This design comes from an exercise in tuning for small area on the open sky130 flow, not from production work. In this exercise RTL edits were held to simulation tests only and were not proved equivalent to the original. Power figures rest on the tool's default switching activity, not on a simulated workload.

==> flow/design.v (excerpt) <==
module rename_top (
    input  logic        clk,
    input  logic        rst_n,
    input  logic        dispatch_valid_i,
    input  logic [4:0]  rs1_i,
    input  logic [4:0]  rs2_i,
    input  logic [4:0]  rd_i,
    input  logic [31:0] imm_i,
    input  logic        src_imm_i,
    output logic        dispatch_ready_o,
    input  logic        stall_i,
    output logic        ren_valid_o,
    output logic [4:0]  rd_tag_o,
    output logic [4:0]  rs1_tag_o,
    output logic [31:0] rs1_data_o,
    output logic [4:0]  rs2_tag_o,
    output logic [31:0] rs2_data_o,
    input  logic        commit_valid_i,
    input  logic [4:0]  commit_areg_i,
    input  logic [4:0]  commit_preg_i,
    input  logic [31:0] commit_data_i,
    input  logic        flush_i
);
    logic        buf_valid;
    logic [4:0]  buf_rs1;
    logic [4:0]  buf_rs2;
    logic [4:0]  buf_rd;
    logic [31:5] buf_imm;
    logic        buf_src_imm;
    logic [4:0]  spec_tab [1:31];
    logic [4:0]  arch_tab [1:31];
    logic [31:0] prf [0:15];
    logic [15:0] ready;
    logic [4:0]  alloc_ptr;
    logic [4:0]  free_ptr;
    logic        commit_free;
    logic        writes_rd;
    logic        exhausted;
    logic        fire;
    logic        alloc;
    logic [4:0]  alloc_tag;
    logic [4:0]  free_ptr_next;
    always_comb begin
        commit_free = commit_valid_i && (commit_preg_i != 5'd0);
        writes_rd   = (buf_rd != 5'd0);
  ...
Size: ~2,400 cells after synthesis, about 36,000 µm² of cells after synthesis.
Settings: LEC_CHECK=0, CAP_MARGIN=20, CORE_MARGIN=2, CORE_UTILIZATION=50, SLEW_MARGIN=20; clock period 12.0 ns.
standard.sh (not shown) runs the stock make flow with config.mk's settings and CLKGATE_MAP_FILE= SYNTH_SCRIPT=/design/flow/synth_recipe.tcl, a recipe that flattens the netlist after the stock synthesis.
==> flow/flow/run.sh <==
#!/bin/bash
# Own layout flow: the standard ORFS flow (standard.sh) with three changes:
#  - synthesis maps logic with an area-oriented ABC script (flow/area.abc);
#    everything else in synthesis is the standard flow's own script (flow/synth_area.tcl),
#    except that the per-entry next-state logic of the speculative table
#    (module spec_entry_next) and the and-or-invert blocks of the read muxes
#    (modules aoi222, aoi22, nand6, nand11) are mapped on their own before
#    flattening;
#  - port buffers are the smallest buffer cell;
#  - clock tree synthesis without dummy loads and with larger sink clusters.
# Each step's tool output is in orfs/logs/; make's own output in flow_make.log.
set -euo pipefail
W=$PWD
export AREA_ABC_SCRIPT=$W/flow/area.abc
B=sky130_fd_sc_hd__
bash standard.sh \
  SYNTH_SCRIPT=$W/flow/synth_area.tcl \
  "SYNTH_KEEP_MODULES=spec_entry_next aoi222 aoi22 nand6 nand11" \
  "BUFFER_PORTS_ARGS=-buffer_cell ${B}buf_1" \
  "CTS_ARGS=-sink_clustering_enable -repair_clock_nets -dont_use_dummy_load -buf_list ${B}clkbuf_16 -sink_clustering_size 25 -sink_clustering_max_diameter 100" \
  finish > $W/flow_make.log 2>&1
==> flow/flow/area.abc <==
strash
&get -n
&st
&syn3
&dch
&nf -a -R 1000
&put
topo
==> flow/flow/synth_area.tcl <==
# The standard flow's synthesis script (synth_recipe.tcl) with one change: the abc call
# maps with the ABC script named by AREA_ABC_SCRIPT instead of ORFS's own.
proc synth {args} { yosys synth -nofsm -noshare {*}$args }
proc abc {args} {
  set i [lsearch -exact $args -script]
  if { $i >= 0 } { set args [lreplace $args [expr {$i + 1}] [expr {$i + 1}] $::env(AREA_ABC_SCRIPT)] }
  yosys abc {*}$args
}
source $::env(SCRIPTS_DIR)/synth.tcl
# left out here: clear keep_hierarchy, flatten, clean up, hide names made inside functions, write 1_2_yosys.v
The starting point completed with no timing, DRC or antenna violations.
Change:
--- a/flow/flow/run.sh
+++ b/flow/flow/run.sh
@@ -19,3 +19,3 @@
   "BUFFER_PORTS_ARGS=-buffer_cell ${B}buf_1" \
-  "CTS_ARGS=-sink_clustering_enable -repair_clock_nets -dont_use_dummy_load -buf_list ${B}clkbuf_16 -sink_clustering_size 25 -sink_clustering_max_diameter 100" \
+  "CTS_ARGS=-sink_clustering_enable -repair_clock_nets -dont_use_dummy_load -buf_list ${B}clkbuf_16 -sink_clustering_size 25 -sink_clustering_max_diameter 80" \
   finish > $W/flow_make.log 2>&1
Outcome:
- sequential power barely changes
- final area hardly moves
- setup slack improves by 32 ps
- power climbs slightly
- via count hardly moves
- routed wire length hardly moves
- cell count barely changes
- fmax came out higher slightly
- global-route usage is about the same
- core utilization rises by 0.16 points

## static timing again, ports no longer ideal
Ports are ideal in the flow. The routed layouts listed here were re-timed in OpenROAD.
Step 1: set_driving_cell puts a clkbuf_16 on clk and a buf_2 on each other input, an assumption about the parent block.
Step 2 adds t to the input delays and takes it off the output delays; t is the mean of the earliest and latest rising clock arrival at the registers after step 1. Input paths then give back, and output paths get back, about the clock's delay inside the block.
Three values: no drivers, after step 1, after step 2; two values: the first two.
run | t, ns | setup slack, ns | hold WS [ns] | worst setup path at the end
the first run | 0.681 | 3.459 / 3.387 / 4.069 | 0.473 / 0.473 / 0.473 | register to output
the second run | 0.679 | 3.491 / 3.420 / 4.100 | 0.454 / 0.454 / 0.454 | register to output
After both steps setup and hold are still met in every run listed.
